This design comes from an exercise in tuning for small area, a short achievable clock period and few clock cycles on the open sky130 flow, not from production work. At most, simulation tests tie the RTL to the original design; equivalence was not proved. Power is estimated from default activity; no workload was simulated.

Design round_filtered_step_chaser_core, start of the top module:
module round_filtered_step_chaser_core (
	input  logic        clk,
	input  logic        arst_n,
	input  logic        cfg_we,
	input  logic [4:0]  cfg_wdata,
	input  logic        s_tvalid,
	output logic        s_tready,
	input  logic [1:0]  s_tuser,
	input  logic [71:0] s_tdata,
	output logic        m_tvalid,
	input  logic        m_tready,
	output logic [1:0]  m_tuser,
	output logic [23:0] m_tdata,
	output logic        m_tlast
);
Size: roughly 930 flip-flops, ~110 I/O pins.
clock: 5.0 ns
lec_check: 0
abc_area: 1
cap_margin: 20
core_margin: 2
core_utilization: 40
cts_cluster_diameter: 100
cts_cluster_size: 24
setup_slack_margin: 2.2
slew_margin: 20
run.sh (not shown) runs the stock make flow with config.mk's settings and CLKGATE_MAP_FILE= SYNTH_SCRIPT=/design/flow/synth_recipe.tcl, a recipe that flattens the netlist after the stock synthesis.
Testbench counts at the start, summed over its fixed seeds: cycles 11,059.
==> next run, changes <==
--- a/flow/config.mk
+++ b/flow/config.mk
@@ -13,3 +13,3 @@
 export CTS_CLUSTER_SIZE = 24
-export SETUP_SLACK_MARGIN = 2.2
+export SETUP_SLACK_MARGIN = 2.3
 export SLEW_MARGIN = 20
What happened: The new run completed without violations; power climbs by about 3%; routed wire length increases by about 3%; sequential power barely changes; fmax went down by about 2.5%; global-route usage increases by 0.23 points; design area came out higher by about 2.3%.
==> next run, changes <==
--- a/flow/config.mk
+++ b/flow/config.mk
@@ -13,3 +13,3 @@
 export CTS_CLUSTER_SIZE = 24
-export SETUP_SLACK_MARGIN = 2.3
+export SETUP_SLACK_MARGIN = 2.1
 export SLEW_MARGIN = 20
The changed run went through all stages and came out clean.
Clock skew falls by 17 ps.
Setup slack got worse by 27 ps.
Combinational power falls by about 10%.
Hold slack improved by 42 ps.
Cell count falls by about 2.4%.
Die area is unchanged.
Routed wire length falls by about 7%.
Design area falls by 4.4%.
==> next run, changes <==
--- a/flow/config.mk
+++ b/flow/config.mk
@@ -7,3 +7,2 @@
 export LEC_CHECK = 0
-export ABC_AREA = 1
 export CAP_MARGIN = 20
@@ -13,3 +12,3 @@
 export CTS_CLUSTER_SIZE = 24
-export SETUP_SLACK_MARGIN = 2.1
+export SETUP_SLACK_MARGIN = 2.3
 export SLEW_MARGIN = 20
Result: Die area fell by 4.3%. Setup slack loses 140 ps. Utilization rose by 1.6 points. Wire length rose by 2.1%. Worst hold slack loses 100 ps. Count of clock-buffer cells in the layout rose by 10. Synthesized area fell by 4.4%. Power rose by 11%. First-iteration DRC count rose by 11%. Clock power rose by about 2%.

* * *

round_filtered_step_chaser_core again, from the RTL that the note above started with.
export LEC_CHECK = 0
export ABC_AREA = 1
export CAP_MARGIN = 20
export CORE_MARGIN = 2
export CORE_UTILIZATION = 40
export CTS_CLUSTER_DIAMETER = 100
export CTS_CLUSTER_SIZE = 24
export SETUP_SLACK_MARGIN = 2.4
export SLEW_MARGIN = 20
create_clock -name core_clock -period 5.0 [get_ports {clk}]
Testbench counts at the start, summed over its fixed seeds: cycles 11,059.
==> next run, changes <==
Settings changed: CORE_UTILIZATION 40 to 50, SETUP_SLACK_MARGIN 2.4 to 2.1.
Wire length fell by 14%.
Cell count shrinks by 8.5%.
Hold slack improves by 25 ps.
Synthesized area stays the same.
==> next run, changes <==
Settings changed: ABC_AREA 1 to not set, CORE_UTILIZATION 50 to 40.
=> The new run finished clean; design area decreases by a few percent; utilization decreases by 11 points; setup slack got worse by 140 ps; flip-flop and latch count is unchanged; clock skew increases by 8.8 ps; wire length is about the same; synthesized area decreases by a few percent; global-route usage decreases by 5.2 points; register-to-register slack got worse by 140 ps; count of clock-buffer cells in the layout increases by 8.
==> next run, changes <==
Settings changed: ABC_AREA set to 1, SETUP_SLACK_MARGIN 2.1 to 1.8.
Outcome:
- The new run went through all stages and came out clean
- cell area increases by 2.0%
- worst hold slack improved by 92 ps
- global-route usage decreases by 0.67 points

* * *

round_filtered_step_chaser_core, a different RTL version from the one above (not shown whole).
For scale: roughly 2,800 cells after synthesis, ~39,000 um^2 of cells after synthesis.
make LEC_CHECK=0 CAP_MARGIN=20 CORE_MARGIN=2 CORE_UTILIZATION=65 SETUP_SLACK_MARGIN=2.6 SLEW_MARGIN=20 finish   # period 5.0 ns
The baseline completed with no timing, DRC or antenna violations.
Next try:
--- a/flow/config.mk
+++ b/flow/config.mk
@@ -10 +10 @@
-export CORE_UTILIZATION = 65
+export CORE_UTILIZATION = 40
Effect: Global-route usage drops by 15 points. Synthesized area does not change. Via count drops by 5.6%. Die area climbs by 61%. Cell area barely changes. Worst setup slack is worse by 0.0097 ns.
No run of this note included a check of the RTL's function; only the layout flow was run.

* * *

round_filtered_step_chaser_core, a different RTL version from the one above (not shown whole).
Size in the first run: about 110 I/O pins, roughly 0.040 mm^2 of cells after synthesis.
export LEC_CHECK = 0
export CAP_MARGIN = 20
export CORE_MARGIN = 2
export CORE_UTILIZATION = 55
export SETUP_SLACK_MARGIN = 2.6
export SLEW_MARGIN = 20
create_clock -name core_clock -period 5.0 [get_ports {clk}]
Next try:
--- a/flow/config.mk
+++ b/flow/config.mk
@@ -9,3 +9,3 @@
 export CORE_MARGIN = 2
-export CORE_UTILIZATION = 55
+export CORE_UTILIZATION = 40
 export SETUP_SLACK_MARGIN = 2.6
=> The new run passed the timing, design-rule and antenna checks; global-route usage goes down by 11 points; routed wire length goes up by 4.2%; setup slack gets better by 0.11 ns; non-clock buffer count rises by 32.
Function was not checked in any run of this note: the RTL went through the layout flow alone.

* * *

Another version of the RTL of round_filtered_step_chaser_core (not shown whole).
Size in the first run: roughly 3000 cells after synthesis, ~930 flip-flops, about 41000 µm² of cells after synthesis.
clock: 5.0 ns
lec_check: 0
cap_margin: 20
core_margin: 2
core_utilization: 40
setup_slack_margin: 2.4
slew_margin: 20
The first run ran to the end with no violations.
==> next run, changes <==
- CTS_BUF_LIST: unset -> sky130_fd_sc_hd__clkbuf_4 sky130_fd_sc_hd__clkbuf_8
- SETUP_SLACK_MARGIN: 2.4 -> 2.1
Result: Die area stays the same; power is lower by 7.3%; worst setup slack improved by 19 ps; routed wire length falls by 6.8%; first-iteration DRC count fell by 14%; non-clock buffer count went down by 152; worst hold slack degrades by 170 ps.
==> next run, changes <==
- CTS_BUF_LIST: sky130_fd_sc_hd__clkbuf_4 sky130_fd_sc_hd__clkbuf_8 -> unset
Effect: The new run finished with timing, DRC and antenna clean. Register-to-register slack stays flat. Combinational power barely changes. Power increases by 1.1%. Synthesized area stays the same.
No functional check of the RTL was part of any run of this note.

* * *

Setup of job 101:
round_filtered_step_chaser_core, a different RTL version from the one above (not shown whole).
Size: ~3000 cells after synthesis, about 930 flip-flops, roughly 110 I/O pins, about 41000 µm² of cells after synthesis.
make LEC_CHECK=0 CAP_MARGIN=20 CORE_MARGIN=2 CORE_UTILIZATION=40 CTS_CLUSTER_DIAMETER=100 CTS_CLUSTER_SIZE=24 SETUP_SLACK_MARGIN=1.8 SLEW_MARGIN=20 finish   # period 5.0 ns
Testbench counts of job 101, summed over its fixed seeds: cycles 11,059.
Changes in job 102 relative to job 101:
-- flow/config.mk --
<<< job 101, line 11
export CTS_CLUSTER_DIAMETER = 100
export CTS_CLUSTER_SIZE = 24
export SETUP_SLACK_MARGIN = 1.8
>>> job 102, line 11
export CTS_BUF_LIST = sky130_fd_sc_hd__clkbuf_4 sky130_fd_sc_hd__clkbuf_8
export SETUP_SLACK_MARGIN = 2.1
## What came out
Diff job 101 -> job 102: part of the power in the clock network +5.7 points, global-route track usage on met1 has increased. The lower H-tree depth of job 102 and job 101 is in job 101. Diff job 101 -> job 102: area after detailed placement level; met2 wirelength from detailed routing grew by about 1.8%; power density over cell area increased by about 6% relative to the old numbers; clock power has increased; post-placement worst setup slack went up 0.095 ns. Post-route standard cell area excluding fillers deteriorates in job 102 relative to job 101.
diff inputs: job 102 => job 103
-- flow/config.mk --
<<< job 102, line 11
export CTS_BUF_LIST = sky130_fd_sc_hd__clkbuf_4 sky130_fd_sc_hd__clkbuf_8
>>> job 103, line 11
export CTS_CLUSTER_DIAMETER = 100
export CTS_CLUSTER_SIZE = 24
--- outcome ---
Taking job 102 as the reference, in job 103 internal power contribution decreased about 8%, worst reg-to-reg path cell count went down, biggest cell delay along the critical path picked up an extra 0.02 ns, number of buffer and inverter stages on the critical path lost 1, number of buffers added by the clock tree synthesis step saw a decrease.
Changes in job 104 relative to job 103:
-- flow/config.mk --
<<< job 103, line 12
export CTS_CLUSTER_SIZE = 24
>>> job 104, line 12
export CTS_CLUSTER_SIZE = 30
[summary]
Synthesized cell count came out exactly the same in job 103 and job 104.
On number of vias per cell after detailed routing: between job 103 and job 104, it ends up lower for job 104.
Compared with job 103, in job 104 shortest clock period the worst path allows after layout increased 0.021 ns, count of fill cells added during filler insertion essentially unchanged.
Number of global-route vias before repair: job 104 < job 103
Job 103 → job 104: upper clock frequency limit went down by about 0.7%, least setup slack across all paths after layout went down by 0.021 ns.
In terms of post-route cell area, job 103 and job 104 differ only marginally.
Between job 104 and job 103, the fraction of area in registers does not differ in any meaningful way.
Side by side, internal power turned out lower in job 104 than in job 103.

* * *

run 1:
The RTL this note starts from:
==> flow/design.v <==
package rfsc_pkg;
	localparam logic [1:0] OP_TICK  = 2'd0;
	localparam logic [1:0] OP_PLAY  = 2'd1;
	localparam logic [1:0] OP_STOP  = 2'd2;
	localparam logic [1:0] OP_WRITE = 2'd3;
	localparam logic [1:0] EV_ACT        = 2'd0;
	localparam logic [1:0] EV_DEACT      = 2'd1;
	localparam logic [1:0] EV_NONE_FOUND = 2'd2;
endpackage
module round_filtered_step_chaser_core (
	input  logic        clk,
	input  logic        arst_n,
	input  logic        cfg_we,
	input  logic [4:0]  cfg_wdata,
	input  logic        s_tvalid,
	output logic        s_tready,
	input  logic [1:0]  s_tuser,
	input  logic [71:0] s_tdata,
	output logic        m_tvalid,
	input  logic        m_tready,
	output logic [1:0]  m_tuser,
	output logic [23:0] m_tdata,
	output logic        m_tlast
);
	localparam logic [14:0] RN_TOP = 15'h7fff;
	logic [15:0] t_dm  [16];   
	logic [14:0] t_lo  [16];
	logic [14:0] t_hi  [16];
	logic [1:0]  t_fl  [16];
	logic [3:0]  last_q;       
	logic        playing_q;
	logic        srch_q;       
	logic        fin_q;        
	logic        dq_q;         
	logic [7:0]  cnt_q;        
	logic [16:0] el_q;
	logic        sat_q;        
	logic [17:0] rem_q;        
	logic        dfl_q;        
	logic [3:0]  cp_q;         
	logic [15:0] ch_q;
	logic [14:0] cr_q;
	logic        inc_q;        
	logic [14:0] clo_q;        
	logic [14:0] chi_q;
	logic        cact_q;
	logic [15:0] cdm_q;
	logic        cdfl_q;
	logic        ov_q;         
	logic [1:0]  ok_q;
	logic [3:0]  os_q;
	logic [14:0] or_q;
	logic        ol_q;
	logic        pv_q;         
	logic [3:0]  ps_q;         
	logic        accept;
	logic        op_tick, op_play, op_stop, op_write;
	assign s_tready = !srch_q && !pv_q && (!ov_q || m_tready);
	assign accept   = s_tvalid && s_tready;
	assign op_tick  = accept && (s_tuser == rfsc_pkg::OP_TICK);
	assign op_play  = accept && (s_tuser == rfsc_pkg::OP_PLAY);
	assign op_stop  = accept && (s_tuser == rfsc_pkg::OP_STOP);
	assign op_write = accept && (s_tuser == rfsc_pkg::OP_WRITE);
	logic [3:0]  w_idx;
	logic [15:0] w_dur, w_min, w_ex, w_max;
	logic [15:0] w_dm;
	logic [14:0] lo_m, hi_m, w_lo, w_hi;
	logic        ex_on, never;
	assign w_idx = s_tdata[3:0];
	assign w_dur = s_tdata[19:4];
	assign w_min = s_tdata[35:20];
	assign w_ex  = s_tdata[51:36];
	assign w_max = s_tdata[67:52];
	assign w_dm  = w_dur - 16'd1;
	assign lo_m  = w_min[15] ? 15'd0 : w_min[14:0];
	assign hi_m  = w_max[15] ? RN_TOP : w_max[14:0];
	assign ex_on = !w_ex[15];
	assign never = (w_max[15] && (w_max != 16'hffff)) || (w_ex[15] && (w_ex != 16'hffff)) ||
		(ex_on && ((w_ex[14:0] < lo_m) || (w_ex[14:0] > hi_m)));
	assign w_lo  = ex_on ? w_ex[14:0] : lo_m;
	assign w_hi  = never ? 15'd0 : (ex_on ? w_ex[14:0] : hi_m);
	always_ff @(posedge clk) begin
		for (int i = 0; i < 16; i++) begin
			if (op_write && (w_idx == 4'(i))) begin
				t_dm[i] <= w_dm;
				t_lo[i] <= w_lo;
				t_hi[i] <= w_hi;
				t_fl[i] <= s_tdata[69:68];
			end
		end
	end
	logic [15:0] below;      
	always_comb for (int i = 0; i < 16; i++) below[i] = 4'(i) < last_q;
	logic        hit;
	logic        wrap;
	logic [3:0]  np;
	logic [15:0] nh;           
	logic [14:0] nr;
	logic [3:0]  cur;          
	logic [14:0] rn;           
	assign hit  = (cr_q >= clo_q) && (cr_q <= chi_q);
	assign wrap = !(|(ch_q & below));
	assign np   = wrap ? 4'd0 : cp_q + 4'd1;
	assign nh   = {ch_q[14:0] & below[14:0], wrap};
	assign nr   = (wrap && (cr_q != RN_TOP)) ? cr_q + 15'd1 : cr_q;
	assign cur  = (cp_q == 4'd0) ? last_q : cp_q - 4'd1;
	assign rn   = inc_q ? cr_q - 15'd1 : cr_q;
	logic [14:0] n_lo, n_hi;
	logic        n_act;
	logic [15:0] n_dm;
	logic        n_dfl;
	always_comb begin
		n_lo  = '0;
		n_hi  = '0;
		n_act = 1'b0;
		n_dm  = '0;
		n_dfl = 1'b0;
		for (int i = 0; i < 16; i++) begin
			n_lo  = n_lo  | (t_lo[i] & {15{nh[i]}});
			n_hi  = n_hi  | (t_hi[i] & {15{nh[i]}});
			n_act = n_act | (t_fl[i][0] & nh[i]);
			n_dm  = n_dm  | (t_dm[i] & {16{nh[i]}});
			n_dfl = n_dfl | (t_fl[i][1] & nh[i]);
		end
	end
	logic        adv;
	logic        sat;
	logic        try_c;        
	logic        nf;           
	logic        to_first;     
	logic [16:0] el_adv;
	logic [17:0] rem_adv;
	logic [17:0] cdm_x;        
	assign sat      = sat_q;
	assign adv      = rem_q[17];
	assign el_adv   = ~rem_q[16:0] + {16'd0, !sat};
	assign cdm_x    = {{2{cdm_q == 16'hffff}}, cdm_q};
	assign rem_adv  = cdm_x + rem_q + {17'd0, sat};
	assign try_c    = (srch_q && !fin_q) || (op_tick && playing_q && adv) || (op_play && !playing_q);
	assign nf       = srch_q && !fin_q && !hit && (cnt_q == 8'h80);
	assign to_first = (op_stop && playing_q) || fin_q;
	logic deact_ev;
	logic [3:0] old;
	assign deact_ev = srch_q ? dq_q : (op_tick && dfl_q);
	assign old      = srch_q ? ps_q : cur;
	always_ff @(posedge clk or negedge arst_n) begin
		if (!arst_n) begin
			last_q    <= 4'd0;
			playing_q <= 1'b0;
			srch_q    <= 1'b0;
			fin_q     <= 1'b0;
			cp_q      <= 4'd0;
			ch_q      <= 16'd1;
			cr_q      <= 15'd1;
			ov_q      <= 1'b0;
			pv_q      <= 1'b0;
		end else begin
			if (cfg_we) begin
				if (cfg_wdata == 5'd0) last_q <= 4'd0;
				else if (cfg_wdata > 5'd16) last_q <= 4'd15;
				else last_q <= 4'(cfg_wdata - 5'd1);
			end
			if (ov_q && m_tready) begin
				ov_q <= pv_q;
				pv_q <= 1'b0;
			end
			if (op_play && !playing_q) playing_q <= 1'b1;
			if (op_stop && playing_q) begin
				playing_q <= 1'b0;
				if (dfl_q) ov_q <= 1'b1;
			end
			if (try_c) begin
				srch_q <= !hit;
				fin_q  <= nf;
				if (hit) begin
					if (cact_q || deact_ev) ov_q <= 1'b1;
					pv_q <= cact_q && deact_ev;
				end else if (nf) begin
					playing_q <= 1'b0;
					ov_q      <= 1'b1;
				end
			end
			if (fin_q) begin
				srch_q <= 1'b0;
				fin_q  <= 1'b0;
			end
			if (to_first) begin
				cp_q <= 4'd0;
				ch_q <= 16'd1;
				cr_q <= 15'd1;
			end else if (try_c) begin
				cp_q <= np;
				ch_q <= nh;
				cr_q <= nr;
			end
		end
	end
	always_ff @(posedge clk) begin
		if (op_tick && playing_q) begin
			if (adv) begin
				el_q  <= el_adv;
				sat_q <= sat ? (rem_q[16:0] == 17'd0) : (rem_q[16:0] == 17'd1);
				rem_q <= rem_adv;
			end else begin
				el_q  <= el_q + 17'd1;
				sat_q <= el_q == 17'h1fffe;
				rem_q <= rem_q - 18'd1;
			end
		end
		if (op_play && !playing_q) begin
			el_q  <= 17'd0;
			sat_q <= 1'b0;
			rem_q <= cdm_x;
		end
		if (srch_q) rem_q <= cdm_x - {1'b0, el_q};
		if (op_write && (w_idx == cur)) begin
			rem_q <= {2'b00, w_dur} + ~{1'b0, el_q};
			dfl_q <= s_tdata[69];
		end
		if (to_first) begin
			clo_q  <= t_lo[0];
			chi_q  <= t_hi[0];
			cact_q <= t_fl[0][0];
			cdm_q  <= t_dm[0];
			cdfl_q <= t_fl[0][1];
		end else if (try_c) begin
			clo_q  <= n_lo;
			chi_q  <= n_hi;
			cact_q <= n_act;
			cdm_q  <= n_dm;
			cdfl_q <= n_dfl;
			inc_q  <= wrap && (cr_q != RN_TOP);
		end else if (op_write && (w_idx == cp_q)) begin
			clo_q  <= w_lo;
			chi_q  <= w_hi;
			cact_q <= s_tdata[68];
			cdm_q  <= w_dm;
			cdfl_q <= s_tdata[69];
		end
		if (ov_q && m_tready) begin
			ok_q <= rfsc_pkg::EV_DEACT;
			os_q <= ps_q;
			ol_q <= 1'b1;
		end
		if (op_stop && playing_q) begin
			ok_q <= rfsc_pkg::EV_DEACT;
			os_q <= cur;
			or_q <= rn;
			ol_q <= 1'b1;
		end
		if (try_c) begin
			if (!srch_q) begin
				dq_q   <= op_tick && dfl_q;
				ps_q   <= cur;
				cnt_q  <= 8'h01;
			end else begin
				cnt_q  <= {cnt_q[6:0], cnt_q[7] ^ cnt_q[5] ^ cnt_q[4] ^ cnt_q[3]};
			end
			ok_q <= (cact_q || nf) ? {nf, 1'b0} : rfsc_pkg::EV_DEACT;
			os_q <= (cact_q || nf) ? cp_q : old;
			or_q <= cr_q;
			ol_q <= !(cact_q && deact_ev) || nf;
			dfl_q <= cdfl_q;
		end
	end
	assign m_tvalid = ov_q;
	assign m_tuser  = ok_q;
	assign m_tdata  = {5'd0, or_q, os_q};
	assign m_tlast  = ol_q;
endmodule
make LEC_CHECK=0 CAP_MARGIN=20 CORE_MARGIN=2 CORE_UTILIZATION=40 SETUP_SLACK_MARGIN=1.5 SLEW_MARGIN=20 finish   # period 5.0 ns
Testbench counts of run 1, summed over its fixed seeds: cycles 11,029.
Here is what was changed in the inputs of run 2 compared with run 1.
# run 1
export LEC_CHECK = 0
export CAP_MARGIN = 20
export CORE_MARGIN = 2
export CORE_UTILIZATION = 40
export SETUP_SLACK_MARGIN = 1.5
export SLEW_MARGIN = 20
create_clock -name core_clock -period 5.0 [get_ports {clk}]
# run 2
export LEC_CHECK = 0
export CAP_MARGIN = 20
export CORE_MARGIN = 2
export CORE_UTILIZATION = 40
export SETUP_SLACK_MARGIN = 2.1
export SLEW_MARGIN = 20
create_clock -name core_clock -period 5.0 [get_ports {clk}]
Notes after the runs:
The flow did not stop early for run 1: all stages ran, and the layout cleared the timing, design-rule and antenna checks.
Run 2 finished all stages; the layout is clean.
Number of cells on the critical path was lower in the run labelled run 1.
Delta (run 2 minus run 1): overall routed net length now larger, time the worst path needs with I/O delays and setup fell by 0.22 ns.
NOTE: detailed-routing iteration count for the pre-antenna-repair pass in run 2 falls short of that of run 1
Power of run 2 exceeds that of run 1 by a few percent.
Input changes introduced in run 3 (baseline for comparison: run 2):
# run 2
export LEC_CHECK = 0
export CAP_MARGIN = 20
export CORE_MARGIN = 2
export CORE_UTILIZATION = 40
export SETUP_SLACK_MARGIN = 2.1
export SLEW_MARGIN = 20
create_clock -name core_clock -period 5.0 [get_ports {clk}]
# run 3
export LEC_CHECK = 0
export CAP_MARGIN = 20
export CORE_MARGIN = 2
export CORE_UTILIZATION = 40
export SETUP_SLACK_MARGIN = 0.8
export SLEW_MARGIN = 20
create_clock -name core_clock -period 5.0 [get_ports {clk}]
Results
Diff run 2 -> run 3: count of placed standard cells including taps moved up, met3 track demand over resource in global routing now sits lower.
Run 3 vs run 2, global-route usage went down by 1.4 points.
Min clock skew across run 2 and run 3: run 3
Delta(count of clock-buffer cells in the layout, run 3 - run 2) > 0
Measured against run 3, the total length of routed wires of run 2 comes out at 1.08 times the reference value.
The final reports for run 3 and run 2 show final hold slack lower in the former.

re-timing with driven ports:
In the flow no input, the clock included, has a driving cell. The finished layouts below were timed again as built, in two steps. Step 1 sets driving cells, clkbuf_16 on the clock port and buf_2 on the other inputs (assumed; they add their load-dependent delay and slew). Step 2 adds t to the input delays and takes it off the output delays; t is the mean of the earliest and latest rising clock arrival at the registers after step 1. Input paths then give back, and output paths get back, about the clock's delay inside the block. Three values: ideal ports, drivers, drivers and shift; two values: the first two.
run	t (ns)	slack for setup (ns)	hold WS [ns]	pins driven straight from the clock port
the first run of note 1	0.709	2.222 / 2.227 / 1.553	0.458 / 0.410 / 0.507	1
the second run of note 1	0.711	2.150 / 2.150 / 1.569	0.429 / 0.384 / 0.503	1
the third run of note 1	0.706	2.123 / 2.123 / 1.508	0.472 / 0.423 / 0.524	1
the fourth run of note 1	0.703	1.984 / 1.984 / 1.643	0.367 / 0.323 / 0.521	1
the first run of note 2	0.711	2.142 / 2.142 / 1.489	0.430 / 0.385 / 0.511	1
the second run of note 2	0.706	2.121 / 2.121 / 1.526	0.454 / 0.418 / 0.508	1
the third run of note 2	0.702	1.986 / 1.986 / 1.441	0.367 / 0.326 / 0.520	1
the fourth run of note 2	0.711	1.909 / 1.928 / 1.243	0.459 / 0.410 / 0.530	1
the first run of note 3	0.715	1.273 / 1.273 / 0.819	0.360 / 0.313 / 0.460	1
the second run of note 3	0.734	1.263 / 1.263 / 0.689	0.335 / 0.291 / 0.496	1
the first run of note 4	0.738	1.717 / 1.717 / 1.323	0.309 / 0.262 / 0.512	1
the second run of note 4	0.762	1.828 / 1.828 / 1.334	0.323 / 0.277 / 0.513	1
the first run of note 5	0.738	1.854 / 1.854 / 1.389	0.412 / 0.370 / 0.495	1
the second run of note 5	0.900	1.873 / 1.873 / 1.268	0.239 / 0.207 / 0.494	1
the third run of note 5	0.739	1.873 / 1.873 / 1.417	0.409 / 0.365 / 0.487	1
job 101	0.701	1.799 / 1.799 / 1.173	0.456 / 0.414 / 0.519	1
job 102	0.874	1.933 / 1.933 / 1.316	0.318 / 0.271 / 0.519	1
job 103	0.690	1.975 / 1.975 / 1.307	0.485 / 0.431 / 0.524	1
job 104	0.672	1.955 / 1.955 / 1.316	0.497 / 0.445 / 0.526	1
run 1	0.712	1.665 / 1.690 / 1.005	0.368 / 0.378 / 0.508	1
run 2	0.727	1.882 / 1.882 / 1.228	0.345 / 0.356 / 0.509	1
run 3	0.726	1.236 / 1.281 / 0.556	0.339 / 0.340 / 0.496	1
After both steps every run listed still meets setup and hold. For run 3, which loses most, drivers alone change the setup slack by +0.045 ns; drivers and shift together by -0.680 ns.
